This design comes from an exercise in tuning for small area and a short achievable clock period on the open sky130 flow, not from production work. RTL that was checked went through simulation tests only; none was proved equivalent to the original.

==> flow/design.v <==
`default_nettype none
package fft_types_pkg;
	localparam int SAMPLE_W = 16;
	typedef logic signed [SAMPLE_W-1:0] sample_t;
	localparam int ACC_W = 32;
	typedef logic signed [ACC_W-1:0] acc_t;
	localparam int MAX_LOG2_POINTS = 4;
	localparam int MIN_LOG2_POINTS = 2;
	localparam logic CAP_IDLE = 1'b0;
	localparam logic CAP_COLLECT = 1'b1;
endpackage
`default_nettype wire
`default_nettype none
package fft_twiddle_pkg;
	localparam int FRAC_BITS = 13;
	localparam int TWIDDLE_COUNT = 8;
	localparam logic [16*TWIDDLE_COUNT-1:0] TWIDDLE_RE = {
		16'hE270,
		16'hE95F,
		16'hF3C1,
		16'h0000,
		16'h0C3F,
		16'h16A1,
		16'h1D90,
		16'h2000
	};
	localparam logic [16*TWIDDLE_COUNT-1:0] TWIDDLE_IM = {
		16'hF3C1,
		16'hE95F,
		16'hE270,
		16'hE000,
		16'hE270,
		16'hE95F,
		16'hF3C1,
		16'h0000
	};
endpackage
`default_nettype wire
`default_nettype none
module fft_top (
	input wire clk,
	input wire rst_n,
	input wire stb,
	input wire sop_in,
	input wire [15:0] x_re,
	input wire [15:0] x_im,
	output wire valid_out,
	output wire sop_out,
	output wire [15:0] y_re,
	output wire [15:0] y_im
);
	reg coll;
	reg [2:0] m;
	reg xv;
	reg [2:0] xm;
	reg [12:1] ph;
	reg vo, so;
	wire [2:0] idx = coll ? m : 3'd0;
	wire acc = stb & (coll | sop_in);
	wire ph0 = xv & (xm == 3'd7);
	always @(posedge clk or negedge rst_n) begin
		if (!rst_n) begin
			coll <= 1'b0;
			m <= 3'd0;
			xv <= 1'b0;
			xm <= 3'd0;
			ph <= 12'd0;
			vo <= 1'b0;
			so <= 1'b0;
		end else begin
			xv <= acc;
			xm <= idx;
			if (acc) begin
				coll <= (idx != 3'd7);
				m <= idx + 3'd1;
			end
			ph <= {ph[11:1], ph0};
			vo <= |ph[12:5];
			so <= ph[5];
		end
	end
	assign valid_out = vo;
	assign sop_out = so;
	reg [15:0] xr, xi;
	always @(posedge clk) begin
		xr <= x_re;
		xi <= x_im;
	end
	reg [63:0] lo_r, lo_i;
	reg [47:0] hi_r, hi_i;
	reg [15:0] p1r, p1i, f1r, f1i;
	reg w2;
	wire lo_sh = xv | ph[1];
	wire bq = ph0 | ph[1] | ph[2] | ph[3];
	wire sp_h1 = ph0;
	wire sp_h2 = ph[3];
	wire sp_l2 = lo_sh & ~bq;
	wire sp_l3 = ~(sp_h1 | sp_h2 | sp_l2);
	wire sf_b = ph0;
	wire sf_l = ph[1] | ph[2];
	wire sf_h = ph[3];
	wire sf_x = ~bq;
	always @(posedge clk) begin
		p1r <= ({16{sp_h1}} & hi_r[16 +: 16]) | ({16{sp_h2}} & hi_r[32 +: 16]) |
			({16{sp_l2}} & lo_r[32 +: 16]) | ({16{sp_l3}} & lo_r[48 +: 16]);
		p1i <= ({16{sp_h1}} & hi_i[16 +: 16]) | ({16{sp_h2}} & hi_i[32 +: 16]) |
			({16{sp_l2}} & lo_i[32 +: 16]) | ({16{sp_l3}} & lo_i[48 +: 16]);
		f1r <= ({16{sf_b}} & b1i) | ({16{sf_l}} & lo_r[16 +: 16]) |
			({16{sf_h}} & hi_i[0 +: 16]) | ({16{sf_x}} & x_re);
		f1i <= ({16{sf_b}} & ~b1r) | ({16{sf_l}} & lo_i[16 +: 16]) |
			({16{sf_h}} & ~hi_r[0 +: 16]) | ({16{sf_x}} & x_im);
		w2 <= ph0 | ph[3];
	end
	wire [16:0] sr = {p1r[15], p1r} + {f1r[15], f1r};
	wire [16:0] dr = {p1r[15], p1r} + ~{f1r[15], f1r} + 17'd1;
	wire [16:0] si = {p1i[15], p1i} + {f1i[15], f1i} + {16'd0, w2};
	wire [16:0] di = {p1i[15], p1i} + ~{f1i[15], f1i} + {16'd0, ~w2};
	wire [15:0] a1r = {sr[16], sr[14:0]};
	wire [15:0] b1r = {dr[16], dr[14:0]};
	wire [15:0] a1i = {si[16], si[14:0]};
	wire [15:0] b1i = {di[16], di[14:0]};
	always @(posedge clk) begin
		if (lo_sh) begin
			lo_r <= {lo_r[47:0], xm[2] ? a1r : xr};
			lo_i <= {lo_i[47:0], xm[2] ? a1i : xi};
		end
	end
	always @(posedge clk) begin
		if (xv & xm[2] & ~(xm[1] & xm[0])) begin
			hi_r <= {hi_r[31:0], b1r};
			hi_i <= {hi_i[31:0], b1i};
		end
	end
	reg [31:0] al_r, al_i;
	reg [63:0] bl_r, bl_i;
	always @(posedge clk) begin
		al_r <= {al_r[15:0], a1r};
		al_i <= {al_i[15:0], a1i};
		bl_r <= {bl_r[47:0], b1r};
		bl_i <= {bl_i[47:0], b1i};
	end
	wire t2 = ph[2];
	wire t3 = ph[3];
	wire t4 = ph[4];
	wire t5 = ph[5];
	wire [15:0] tqr = ({16{t2}} & al_r[0 +: 16]) | ({16{t3}} & ~al_r[16 +: 16]) |
		({16{t4}} & bl_r[32 +: 16]) | ({16{t5}} & ~bl_r[48 +: 16]);
	wire [15:0] tqi = ({16{t2}} & al_i[0 +: 16]) | ({16{t3}} & al_i[16 +: 16]) |
		({16{t4}} & bl_i[32 +: 16]) | ({16{t5}} & bl_i[48 +: 16]);
	reg [16:0] tx;
	always @(posedge clk) begin
		tx <= {tqi[15], tqi} + {tqr[15], tqr} + {16'd0, t3 | t5};
	end
	wire [20:0] ex = {{4{tx[16]}}, tx};
	wire [24:0] ey = {{8{tx[16]}}, tx};
	reg [20:0] m11;
	reg [24:0] m161;
	reg mn;
	always @(posedge clk) begin
		m11 <= (ex << 3) + (ex << 1) + ex;
		m161 <= (ey << 7) + (ey << 5) + ey;
		mn <= |tx[12:0];
	end
	wire [29:0] mp = {m11[20], m11, 9'd0} + {{5{m161[24]}}, m161};
	wire [16:0] fx = mp[29:13];
	reg [16:0] hf;
	reg hn;
	always @(posedge clk) begin
		hf <= fx;
		hn <= mn;
	end
	reg [15:0] p2r, p2i;
	reg [16:0] f2r, f2i;
	reg crb, cia, cib;
	reg cc;
	wire c4 = ph[4];
	wire c5 = ph[5];
	wire c6 = ph[6];
	wire c7 = ph[7];
	always @(posedge clk) begin
		p2r <= ({16{c4}} & al_r[16 +: 16]) | ({16{c5}} & al_r[0 +: 16]) |
			({16{c6}} & bl_r[48 +: 16]) | ({16{c7}} & bl_r[32 +: 16]);
		p2i <= ({16{c4}} & al_i[16 +: 16]) | ({16{c5}} & al_i[0 +: 16]) |
			({16{c6}} & bl_i[48 +: 16]) | ({16{c7}} & bl_i[32 +: 16]);
		f2r <= ({17{c4}} & {al_r[15], al_r[0 +: 16]}) | ({17{c5}} & hf) |
			({17{c6}} & {bl_i[47], bl_i[32 +: 16]}) | ({17{c7}} & fx);
		f2i <= ({17{c4}} & {al_i[15], al_i[0 +: 16]}) | ({17{c5}} & fx) |
			({17{c6}} & ~{bl_r[47], bl_r[32 +: 16]}) | ({17{c7}} & ~hf);
		crb <= c4 | c6 | (c5 & ~hn) | (c7 & ~mn);
		cia <= c6 | (c7 & ~hn);
		cib <= c4 | (c5 & ~mn);
		cc <= ph[4] | ph[5] | ph[6] | ph[7];
	end
	wire [17:0] e2r = {{2{p2r[15]}}, p2r};
	wire [17:0] e2i = {{2{p2i[15]}}, p2i};
	wire [17:0] g2r = {f2r[16], f2r};
	wire [17:0] g2i = {f2i[16], f2i};
	wire [17:0] ar = e2r + g2r;
	wire [17:0] br = e2r + ~g2r + {17'd0, crb};
	wire [17:0] ai = e2i + g2i + {17'd0, cia};
	wire [17:0] bi = e2i + ~g2i + {17'd0, cib};
	reg [63:0] xl_r, xl_i;
	reg [15:0] yr, yi;
	always @(posedge clk) begin
		xl_r <= {xl_r[47:0], br[17], br[14:0]};
		xl_i <= {xl_i[47:0], bi[17], bi[14:0]};
		yr <= cc ? {ar[17], ar[14:0]} : xl_r[48 +: 16];
		yi <= cc ? {ai[17], ai[14:0]} : xl_i[48 +: 16];
	end
	assign y_re = yr;
	assign y_im = yi;
endmodule
`default_nettype wire
==> flow/config.mk <==
export PLATFORM = sky130hd
export DESIGN_NAME = fft_top
export DESIGN_NICKNAME = fft_top
export VERILOG_FILES = /design/flow/design.v
export SDC_FILE = /design/flow/constraint.sdc
export NUM_CORES = 4
export LEC_CHECK = 0
export CAP_MARGIN = 20
export CORE_MARGIN = 2
export CORE_UTILIZATION = 40
export CTS_CLUSTER_DIAMETER = 100
export CTS_CLUSTER_SIZE = 26
export SETUP_SLACK_MARGIN = 5
export SLEW_MARGIN = 20
==> flow/constraint.sdc <==
create_clock -name core_clock -period 8.0 [get_ports {clk}]
set_input_delay 1.6000 -clock core_clock [delete_from_list [all_inputs] [get_ports {clk}]]
set_output_delay 1.6000 -clock core_clock [all_outputs]
set_load 0.01 [all_outputs]
run.sh (not shown) runs the stock make flow with config.mk's settings and CLKGATE_MAP_FILE= SYNTH_SCRIPT=/design/flow/synth_recipe.tcl, a recipe that flattens the netlist after the stock synthesis.
Rerun with:
--- a/flow/design.v
+++ b/flow/design.v
@@ -135,10 +135,8 @@
 	reg [63:0] bl_r, bl_i;
 	always @(posedge clk) begin
 		al_r <= {al_r[15:0], a1r};
 		al_i <= {al_i[15:0], a1i};
-		bl_r <= {bl_r[47:0], b1r};
-		bl_i <= {bl_i[47:0], b1i};
 	end
 	wire t2 = ph[2];
 	wire t3 = ph[3];
 	wire t4 = ph[4];
@@ -198,15 +196,16 @@
 	wire [17:0] ar = e2r + g2r;
 	wire [17:0] br = e2r + ~g2r + {17'd0, crb};
 	wire [17:0] ai = e2i + g2i + {17'd0, cia};
 	wire [17:0] bi = e2i + ~g2i + {17'd0, cib};
-	reg [63:0] xl_r, xl_i;
+	always @(posedge clk) begin
+		bl_r <= {bl_r[47:0], cc ? {br[17], br[14:0]} : b1r};
+		bl_i <= {bl_i[47:0], cc ? {bi[17], bi[14:0]} : b1i};
+	end
 	reg [15:0] yr, yi;
 	always @(posedge clk) begin
-		xl_r <= {xl_r[47:0], br[17], br[14:0]};
-		xl_i <= {xl_i[47:0], bi[17], bi[14:0]};
-		yr <= cc ? {ar[17], ar[14:0]} : xl_r[48 +: 16];
-		yi <= cc ? {ai[17], ai[14:0]} : xl_i[48 +: 16];
+		yr <= cc ? {ar[17], ar[14:0]} : bl_r[48 +: 16];
+		yi <= cc ? {ai[17], ai[14:0]} : bl_i[48 +: 16];
 	end
 	assign y_re = yr;
 	assign y_im = yi;
 endmodule
Global-route usage rose by 1.6 points.
Wire length stays flat.
Critical path depth goes down by 3.
Register-to-register slack loses 0.14 ns.
Via count came out lower by about 1.8%.
Hold slack degrades by 0.0094 ns.
Sequential share of layout area shrinks by 3.7 points.
Die area fell by about 6%.
For the first run of this note, only the layout was checked, not whether the RTL still works.

port drivers added, routing unchanged:
The flow's constraints put no driver on any port. The routed layouts listed below were extracted and timed again, unchanged, in two steps. Step 1 assumes that a clkbuf_16 drives the clock port and a buf_2 every other input. Step 2 adds t to the input delays and takes it off the output delays; t is the mean of the earliest and latest rising clock arrival at the registers after step 1. Input paths then give back, and output paths get back, about the clock's delay inside the block. Three values: ideal, step 1, step 2; two values: the first two.
run | t, ns | setup slack, ns | worst setup path after step 2 | latest minus earliest clock arrival (ns)
the first run | 0.660 | 4.992 / 4.984 / 4.992 | register to register | 0.031 / 0.032
the second run | 0.651 | 4.852 / 4.852 / 4.852 | register to register | 0.033 / 0.032
After both steps every run listed still meets setup and hold.
